Background: an optimization exercise with open tools, aiming at small area, a short achievable clock period and few clock cycles per item. Do not read the settings as production practice. Function was checked by simulation only, so behaviour that the tests miss may differ from the original.

==> flow/design.v (outline; a module is shown in full before it is edited, if it fits) <==
// module bcu_muldiv: 33 lines
// module bcu_mulcsa: 4144 lines
// module bcu_kummer: 3547 lines
// module binomial_coefficient_unit: 395 lines
module binomial_coefficient_unit (
  input  logic                            clk_i,
  input  logic                            rst_ni,
  input  logic                            req_valid_i,
  output logic                            req_ready_o,
  input  logic [bcu_pkg::ArgWidth-1:0]    req_total_n_i,
  input  logic [bcu_pkg::ArgWidth-1:0]    req_choose_k_i,
  output logic                            rsp_valid_o,
  input  logic                            rsp_ready_i,
  output logic [bcu_pkg::CoefWidth-1:0]   rsp_coefficient_o,
  output logic [bcu_pkg::StatusWidth-1:0] rsp_status_o
);
  // ...
==> flow/run.sh <==
#!/bin/bash
# synth_recipe.tcl (not shown) runs the flow's synth.tcl, then flattens the netlist and writes it again
# the make line also repeats each setting of config.mk as NAME=value (left out here)
make -C /OpenROAD-flow-scripts/flow DESIGN_CONFIG=/design/flow/config.mk WORK_HOME=/design/flow/orfs CLKGATE_MAP_FILE= SYNTH_SCRIPT=/design/flow/synth_recipe.tcl finish
==> flow/config.mk <==
export PLATFORM = sky130hd
export DESIGN_NAME = binomial_coefficient_unit
export DESIGN_NICKNAME = binomial_coefficient_unit
export VERILOG_FILES = /design/flow/design.v
export SDC_FILE = /design/flow/constraint.sdc
export NUM_CORES = 4
export LEC_CHECK = 0
export ABC_AREA = 1
export CAP_MARGIN = 20
export CORE_MARGIN = 2
export CORE_UTILIZATION = 40
export SETUP_SLACK_MARGIN = 0.8
export SLEW_MARGIN = 20
==> flow/constraint.sdc <==
create_clock -name core_clock -period 7.0 [get_ports {clk_i}]
set_input_delay 1.4000 -clock core_clock [delete_from_list [all_inputs] [get_ports {clk_i}]]
set_output_delay 1.4000 -clock core_clock [all_outputs]
set_load 0.01 [all_outputs]
==> summary.txt, run 1 <==
* Initial DRC Count at 3629
* Synth area leader: ha_1
* Antenna Cells at 2
* Fin nets at 6569
* Fraction of area in clock buffers and inverters at between 1 and 1.5%
* Design Area, Final at roughly 43000 sq um
* Maxcap violations at 0
* Slew HR at 39.0%
* Setup crit end: fs_q[10]
* Area-dominant class: multi-input gates
* Hold Startpoint: nblg_q[2]
* Top post-synthesis cells by area: ha_1 12%, nand2_1 12%, fa_1 11%
* Slew @ Worst Pin at 0.909 ns
* DP Area at 40200 sq um
* Top cell type's share of synthesized area at 12.4%
* M1 wire length at 59000 um
* Port Buffer Count at 87
* Non-Clock Buffer Count at roughly 390
* Mean area per synthesized cell at about 6.4 sq um
* CTS tree: done
* Worst Path Max Fanout at 7
* CP Launch Type: flop
* Largest net degree at the start of global routing at 55
* Most common cell in the netlist: nand2_1
* Status: no timing/DRC/antenna violations
* Setup_tns at 0 ns
* Seq cells post-synth at around 160
* Sequential cells at approximately 160
* Drt pass-1 iters at 8
* CORE AREA at 91800 sq um
* Hold depth at 2
Testbench counts, summed over its fixed seeds: cycles 5,261, requests 1,280.
==> inputs of run 2 (changes only) <==
--- a/flow/config.mk
+++ b/flow/config.mk
@@ -11,3 +11,3 @@
 export CORE_UTILIZATION = 40
-export SETUP_SLACK_MARGIN = 0.8
+export SETUP_SLACK_MARGIN = 1.0
 export SLEW_MARGIN = 20
==> run 2 against run 1 <==
- still clean on timing, DRC and antenna
- first-iteration DRC count fell by 0.91%
- count of clock-buffer cells in the layout fell by 1
- clock skew fell by 0.0035 ns
- highest routed layer unchanged
==> summary.txt, run 2 <==
* Status: no timing/DRC/antenna violations
* Fin nets at 6563 (-0.091%)
* Drt pass-1 iters at 6 (-2)
* Initial DRC Count at 3596 (-0.91%)
* Slew HR at 45.4% (+6.4 points)
* Final min period at 6.18 ns
* Fin cells at 7228
* CP Data Required Time at around 7.4 ns
* Asr flop ratio synth at 1.90%
* Drc violations at 0
* Max reg flops at 64
* DIE HEIGHT at 309 um
* Most frequent cells in the layout: 1116 x nand2_1, 830 x inv_1, 470 x nor2_1
* CORE AREA at 91800 sq um (unchanged)
* Post-Syn Area at 37200 sq um
* Vias at 40300
* Crit Path Class: flop to flop
* Worst-Skew Late Latency at 0.51 ns
* Largest net degree at the start of global routing at 56 (+1.8%)
* Worst Path Max Fanout at 9 (+2)
* Yosys cell types at 68
* Total grt overflow at 0
* Cells after DPL at ~7000
* Initial core utilization at 40.5%
* Slew @ Worst Pin at 0.820 ns (-0.0892 ns)
* EDFF count, synth at 45
* Max Fclk at approximately 160 MHz
* Post-CTS Hold Fix Bufs at 0
* Post-synth net total at 6392
* I/O pin cnt at a little under 90
* Row count at 111
* Final hold viol count at 0
* Setup_tns at 0 ns (unchanged)
* H-tree levels at 4
* Most frequent cells after synthesis: 1179 x nand2_1, 863 x inv_1, 521 x nor2_1
* Synth area leader: ha_1
* Area grow syn2layout at 15.5%
* Slowest-stage cell, CP: fa_1
* Unrepaired setup endpoints after global routing: true
* Worst hold path type: flop to flop
* GRT Util Overall at 28.0%
* Initial antenna violation count at 5
* Global-route wire length before repair at between 200000 and 250000 um
* YS warnings at 7
* Most frequent cell on the critical path: nand2_1
* Worst-path clk slew at 0.08 ns
* Post-route clock period utilization at between 80 and 90%
* CTS root buf: clkbuf_16
* Vias in the first global route at 38500
* Endpoints failing setup at 0
* Port Buffer Count at 87 (unchanged)
* Post-route setup slack at 0.817 ns
* Seq/Total Area, Yosys at 9.77%
* Max incr delay on CP at between 0.5 and 0.6 ns
* Pins Over Slew Limit at 0
* Clock Tree Buf Depth at 2
* Die area at ~95000 sq um
* Post-DR wirelength/cell at 18.8 um
* Multi-input gate area at 30200 sq um
* Maxcap violations at 0 (unchanged)
* DP Wirelength at 104000 um
* Pre-CTS worst setup slack at ~0.32 ns
* Top post-synthesis cells by area: ha_1 12%, nand2_1 12%, fa_1 11%
* Post-Route WL at 136000 um
* Main synth FF type: dfxtp_1
* CP Launch Type: flop
* CTS tree: done
* Final antenna-violating net count at 0
* Most common cell after layout, fill and taps aside: nand2_1
* Most common cell in the netlist: nand2_1
* Cell count after synthesis at 5799
* Seq cells post-synth at 158 (unchanged)
* Skew final at between 0.015 and 0.02 ns
* Worst EP arrival at 6.58 ns
* Sequential cell area at 3650 sq um
* Top reg by flops: coef_q
* Crit end category: flop
* Total clock buffers created by CTS at 17
* Top cell type's share of synthesized area at 12.4% (unchanged)
* RePlAce Congestion at 0.987
* Biggest registers after layout: coef_q x64, nblg_q x10, pm_q x10
* Fill cell count at between 9000 and 10000
* CTS Sinks at around 160
* Die width at 309 um
* Fraction of layout cells with a size suffix above 1 at 12.9%
* Vias/cell at 5.58
* Mean area per synthesized cell at 6.41 sq um (unchanged)
==> run 2: kinds of logic (layout without fill, tap and decap cells) <==
kind of cell	after synthesis	in the layout	share of synthesized area (%)
simple gates	2310	2310	26.9
xor+xnor	353	353	8.32
other cells	0	2	0
compound gates	1221	1221	19.1
flops	158	158	9.77
buf+inv	1177	1361	12.3
mux	7	7	0.195
fa+ha+maj	573	573	23.4
==> run 2: layout make-up <==
type	instances	area share [%]
antenna	2	0.0117
sequential	158	8.50
multi-input combinational	4464	70.3
tap	1243	3.62
inverter	946	8.41
timing repair buffer	383	7.75
clock inverter	15	0.385
clock buffer	17	0.991
==> run 2: worst paths after layout <==
| path | depth (start not counted) | start | slack [ns] | to |
|---|---|---|---|---|
| max | 43 | n_q[4] | 0.82 | fs_q[10] |
| min | 2 | nblg_q[0] | 0.46 | nblg_q[0] |
| max reg2reg | 43 | n_q[4] | 0.82 | fs_q[10] |
| min reg2reg | 2 | nblg_q[0] | 0.46 | nblg_q[0] |
| max in group asynchronous | 1 | rst_ni | 5.62 | state_q[2] |
| min in group asynchronous | 1 | rst_ni | 1.14 | state_q[0] |
==> run 2: per-stage QoR <==
stage	hold slack (ns)	utilization (%)	instance area (sq um)
3_3_place_gp	0.441	43.5	39900
3_5_place_dp	0.443	43.5	39900
4_1_cts	0.462	45.2	41500
2_1_floorplan	0.421	-	37200
6_report	0.463	46.7	42900
5_1_grt	0.489	46.7	42900
==> run 2: worst max-delay path: cells and delay by family, from the launching register on <==
family | cells | cell delay [ns]
adders and majority gates | 10 | 2.53
AOI/OAI and AO/OA | 3 | 0.31
buffers and inverters | 5 | 0.43
DFF | 1 | 0.47
muxes | 1 | 0.19
and+or+nand+nor | 23 | 1.98
xor gates and xnor gates | 1 | 0.16
==> run 2: routing by layer <==
metal	global-route usage, %	wire length [um]
met5	0	0
met4	10.3	5060
met3	3.76	9630
met2	46.3	62100
met1	37.1	58800
==> run 2: timing repair <==
item	CTS	global route
gates cloned	1	2
pin swaps	44	77
gates resized for setup	140	289
setup endpoints to repair	66	70
buffers inserted	66	54

-- separate check: timing with driven ports --
The results above use ideal ports. As a check the final layouts listed here were re-extracted and re-timed, cells and wires unchanged.
Step 1 assumes that a clkbuf_16 drives the clock port and a buf_2 every other input.
Step 2 moves the port delays by t, midway between the first and last clock arrival at a register: inputs arrive t later, outputs are due t later. That takes back most of the time a late clock gives input paths.
Three values: no drivers, after step 1, after step 2; two values: the first two.
run	t, ns	setup WS [ns]	worst setup path at the end	worst register clock-pin slew, ns	worst data-port slew with drivers (ns)
run 1	0.575	0.750 / 0.750 / 0.511	input to register	0.09 / 0.09	0.09
run 2	0.573	0.817 / 0.817 / 0.817	register to register	0.08 / 0.08	0.09
After both steps setup and hold are still met in every run listed. The setup slack of run 1, which loses most, moves by 0.000 ns with the drivers and by -0.239 ns with both steps.
